Context: an optimization exercise on an open-source flow, tuned for a short achievable clock period and few clock cycles per item. The choices shown serve that exercise and are no tape-out recipe. The RTL was checked by simulation tests, not by an equivalence proof against the original design. Power and IR drop assume default switching activity.

==> flow/design.v (excerpt) <==
module view_tag_record_scanner #(
  parameter int TEXT_MAX = 31
) (
  input  logic        clk_i,
  input  logic        rst_ni,
  input  logic        in_valid_i,
  output logic        in_ready_o,
  input  logic [7:0]  in_text_byte_i,
  input  logic        in_end_of_data_i,
  output logic        out_valid_o,
  input  logic        out_ready_i,
  output logic [1:0]  out_item_kind_o,
  output logic [7:0]  out_char_code_o,
  output logic [31:0] out_channel_o,
  output logic        out_is_signed_o,
  output logic        out_is_integer_o,
  output logic        out_last_o
);
  localparam int NSLOT = 3;
  localparam int CntW  = $clog2(TEXT_MAX + 1);
  logic            wr;
  logic [7:0]      wchar;
  logic            discard;
  logic            space;
  logic            commit;
  logic [CntW-1:0] commit_nc, commit_pc;
  logic [31:0]     commit_chan;
  logic            commit_sgn, commit_intg;
  logic [NSLOT-1:0] full;
  vtrs_ctrl #(
    .TEXT_MAX (TEXT_MAX),
    .NSLOT    (NSLOT)
  ) u_ctrl (
    .clk_i         (clk_i),
    .rst_ni        (rst_ni),
    .in_valid_i    (in_valid_i),
    .in_ready_o    (in_ready_o),
    .text_byte_i   (in_text_byte_i),
    .end_of_data_i (in_end_of_data_i),
    .full_i        (full),
    .space_i       (space),
    .wr_o          (wr),
    .wchar_o       (wchar),
    .discard_o     (discard),
    .commit_o      (commit),
    .commit_nc_o   (commit_nc),
    .commit_pc_o   (commit_pc),
    .commit_chan_o (commit_chan),
    .commit_sgn_o  (commit_sgn),
    .commit_intg_o (commit_intg)
  );
  vtrs_dp #(
    .TEXT_MAX (TEXT_MAX),
    .NSLOT    (NSLOT)
  ) u_dp (
    .clk_i         (clk_i),
    .rst_ni        (rst_ni),
    .wr_i          (wr),
    .wchar_i       (wchar),
    .discard_i     (discard),
    .commit_i      (commit),
    .commit_nc_i   (commit_nc),
    .commit_pc_i   (commit_pc),
    .commit_chan_i (commit_chan),
    .commit_sgn_i  (commit_sgn),
    .commit_intg_i (commit_intg),
    .full_o        (full),
    .space_o       (space),
    .out_ready_i   (out_ready_i),
  ...
clock: 4.0 ns
lec_check: 0
abc_clock_period_in_ps: 1600
cap_margin: 20
core_margin: 2
core_utilization: 55
cts_cluster_diameter: 80
cts_cluster_size: 24
setup_slack_margin: 2.2
slew_margin: 20
tns_end_percent: 100
run.sh (not shown) runs the stock make flow with config.mk's settings and CLKGATE_MAP_FILE= SYNTH_SCRIPT=/design/flow/synth_recipe.tcl, a recipe that flattens the netlist after the stock synthesis.
The baseline went through all stages and came out clean.
Testbench counts at the start, summed over its fixed seeds: cycles 41,006, bytes 40,918.
Then changed:
--- a/flow/design.v
+++ b/flow/design.v
@@ -327,25 +327,29 @@
   input  logic             commit_intg_i,
   output logic [NSLOT-1:0] full_o,
   output logic             space_o,
   input  logic             out_ready_i,
   output logic             out_valid_o,
   output logic [1:0]       item_kind_o,
   output logic [7:0]       char_code_o,
   output logic [31:0]      channel_o,
   output logic             is_signed_o,
   output logic             is_integer_o,
   output logic             last_o
 );
-  localparam int QCAP = 2 * TEXT_MAX + 6;
+  localparam int QCAP = 2 * TEXT_MAX + 7;
+  localparam int NGRP = 4;                           
+  localparam int GSZ  = (QCAP + NGRP - 1) / NGRP;
+  localparam int NCG  = 8;                           
+  localparam int CSZ  = (QCAP + NCG - 1) / NCG;
   logic [7:0]       q_q [QCAP];
   logic [QCAP-1:0]  wp_q, cp_q, rp_q;    
   logic [CntW-1:0]  nrem_q [NSLOT];
   logic [CntW-1:0]  prem_q [NSLOT];
   logic [NSLOT-1:0] nz_n, nz_p;          
   logic [31:0]      chan_q [NSLOT];
   logic [NSLOT-1:0] sgn_q, intg_q;
   logic [NSLOT-1:0] full_q;              
   logic [NSLOT-1:0] first_free;          
   logic [NSLOT-1:0] put;                 
   logic             sv_q;
   logic [1:0]       s_kind_q;
@@ -389,48 +393,74 @@
       cp_q <= QCAP'(1);
       rp_q <= QCAP'(1);
     end else begin
       if (discard_i) begin
         wp_q <= cp_q;
       end else if (wr_i) begin
         wp_q <= {wp_q[QCAP-2:0], wp_q[QCAP-1]};
       end
       if (commit_i) cp_q <= wp_q;
       if (pop) rp_q <= {rp_q[QCAP-2:0], rp_q[QCAP-1]};
     end
   end
-  logic space_q;
+  logic [QCAP-1:0] near_wp;
+  logic [NCG-1:0]  clash_q;
+  logic            space_q;
+  always_comb begin
+    near_wp = '0;
+    for (int k = 1; k <= 6; k++) near_wp = near_wp | ((wp_q << k) | (wp_q >> (QCAP - k)));
+  end
   always_ff @(posedge clk_i or negedge rst_ni) begin
     if (!rst_ni) begin
+      clash_q <= '0;
       space_q <= 1'b1;
     end else begin
-      space_q <= !(|(rp_q & ({wp_q[QCAP-2:0], wp_q[QCAP-1]} |
-                             {wp_q[QCAP-3:0], wp_q[QCAP-1:QCAP-2]} |
-                             {wp_q[QCAP-4:0], wp_q[QCAP-1:QCAP-3]} |
-                             {wp_q[QCAP-5:0], wp_q[QCAP-1:QCAP-4]} |
-                             {wp_q[QCAP-6:0], wp_q[QCAP-1:QCAP-5]})));
+      for (int g = 0; g < NCG; g++) begin
+        logic c;
+        c = 1'b0;
+        for (int i = g * CSZ; i < (g + 1) * CSZ && i < QCAP; i++) c = c | (rp_q[i] & near_wp[i]);
+        clash_q[g] <= c;
+      end
+      space_q <= !(|clash_q);
     end
   end
   assign space_o = space_q;
-  logic [7:0] q_at, q_after;
+  logic [3*NGRP*8-1:0] part, part_q;
+  logic                pop_q;
+  logic [7:0]          pick [3];
   always_comb begin
-    q_at    = '0;
-    q_after = '0;
-    for (int i = 0; i < QCAP; i++) begin
-      q_at    = q_at | ({8{rp_q[i]}} & q_q[i]);
-      q_after = q_after | ({8{rp_q[(i == 0) ? QCAP - 1 : i - 1]}} & q_q[i]);
+    part = '0;
+    for (int k = 0; k < 3; k++) begin
+      for (int g = 0; g < NGRP; g++) begin
+        for (int i = g * GSZ; i < (g + 1) * GSZ && i < QCAP; i++) begin
+          part[(k*NGRP+g)*8 +: 8] = part[(k*NGRP+g)*8 +: 8] |
+                                    ({8{rp_q[(i + QCAP - k) % QCAP]}} & q_q[i]);
+        end
+      end
+    end
+    for (int k = 0; k < 3; k++) begin
+      pick[k] = '0;
+      for (int g = 0; g < NGRP; g++) pick[k] = pick[k] | part_q[(k*NGRP+g)*8 +: 8];
+    end
+  end
+  always_ff @(posedge clk_i or negedge rst_ni) begin
+    if (!rst_ni) begin
+      pop_q <= 1'b0;
+    end else begin
+      pop_q <= pop;
     end
   end
   always_ff @(posedge clk_i) begin
-    q_head <= pop ? q_after : q_at;
+    part_q <= part;
+    q_head <= (pop && pop_q) ? pick[2] : (pop || pop_q) ? pick[1] : pick[0];
   end
   always_comb begin
     for (int r = 0; r < NSLOT; r++) begin
       first_free[r] = !full_q[r] && (r == 0 || full_q[(r > 0) ? r - 1 : 0]);
     end
     for (int r = 0; r < NSLOT; r++) begin
       put[r] = commit_i && (done ? ((r < NSLOT - 1) && first_free[(r < NSLOT - 1) ? r + 1 : r])
                                  : first_free[r]);
     end
   end
   always_ff @(posedge clk_i) begin
     for (int r = 0; r < NSLOT; r++) begin
=>
- total power goes up by 8.9%
- area after synthesis goes up by 12%
- clock-buffer cell count goes up by 11
- routed wire length goes down by about 18%
- clock skew goes down by 53 ps
- synthesized cell count goes up by 16%
- die area goes up by 12%
- cell area goes up by 5.8%
Testbench counts after the change, summed over its fixed seeds: cycles 41,006, bytes 40,918.

==> separate check: timing with driven ports <==
How much do the figures lean on ideal ports? The routed layouts below were timed once more, with nothing changed but the port constraints. Step 1 (the two cells are an assumption about what drives the block):
set clk [get_ports {clk_i}]
set_driving_cell -lib_cell sky130_fd_sc_hd__clkbuf_16 $clk
set_driving_cell -lib_cell sky130_fd_sc_hd__buf_2 [delete_from_list [all_inputs] $clk]
Step 2 moves the port delays by t, midway between the first and last clock arrival at a register: inputs arrive t later, outputs are due t later. That takes back most of the time a late clock gives input paths. Slacks: no drivers / after step 1 / after step 2; pairs: no drivers / after step 1.
| run | shift t [ns] | setup slack, ns | latest minus earliest clock arrival (ns) | worst data-port slew with drivers (ns) |
|---|---|---|---|---|
| the first run | 0.783 | 1.892 / 1.822 / 1.491 | 0.075 / 0.075 | 0.05 |
| the second run | 0.737 | 1.933 / 1.858 / 1.609 | 0.024 / 0.024 | 0.05 |
After both steps every run listed still meets setup and hold. The setup slack of the first run, which loses most, moves by -0.070 ns with the drivers and by -0.401 ns with both steps.
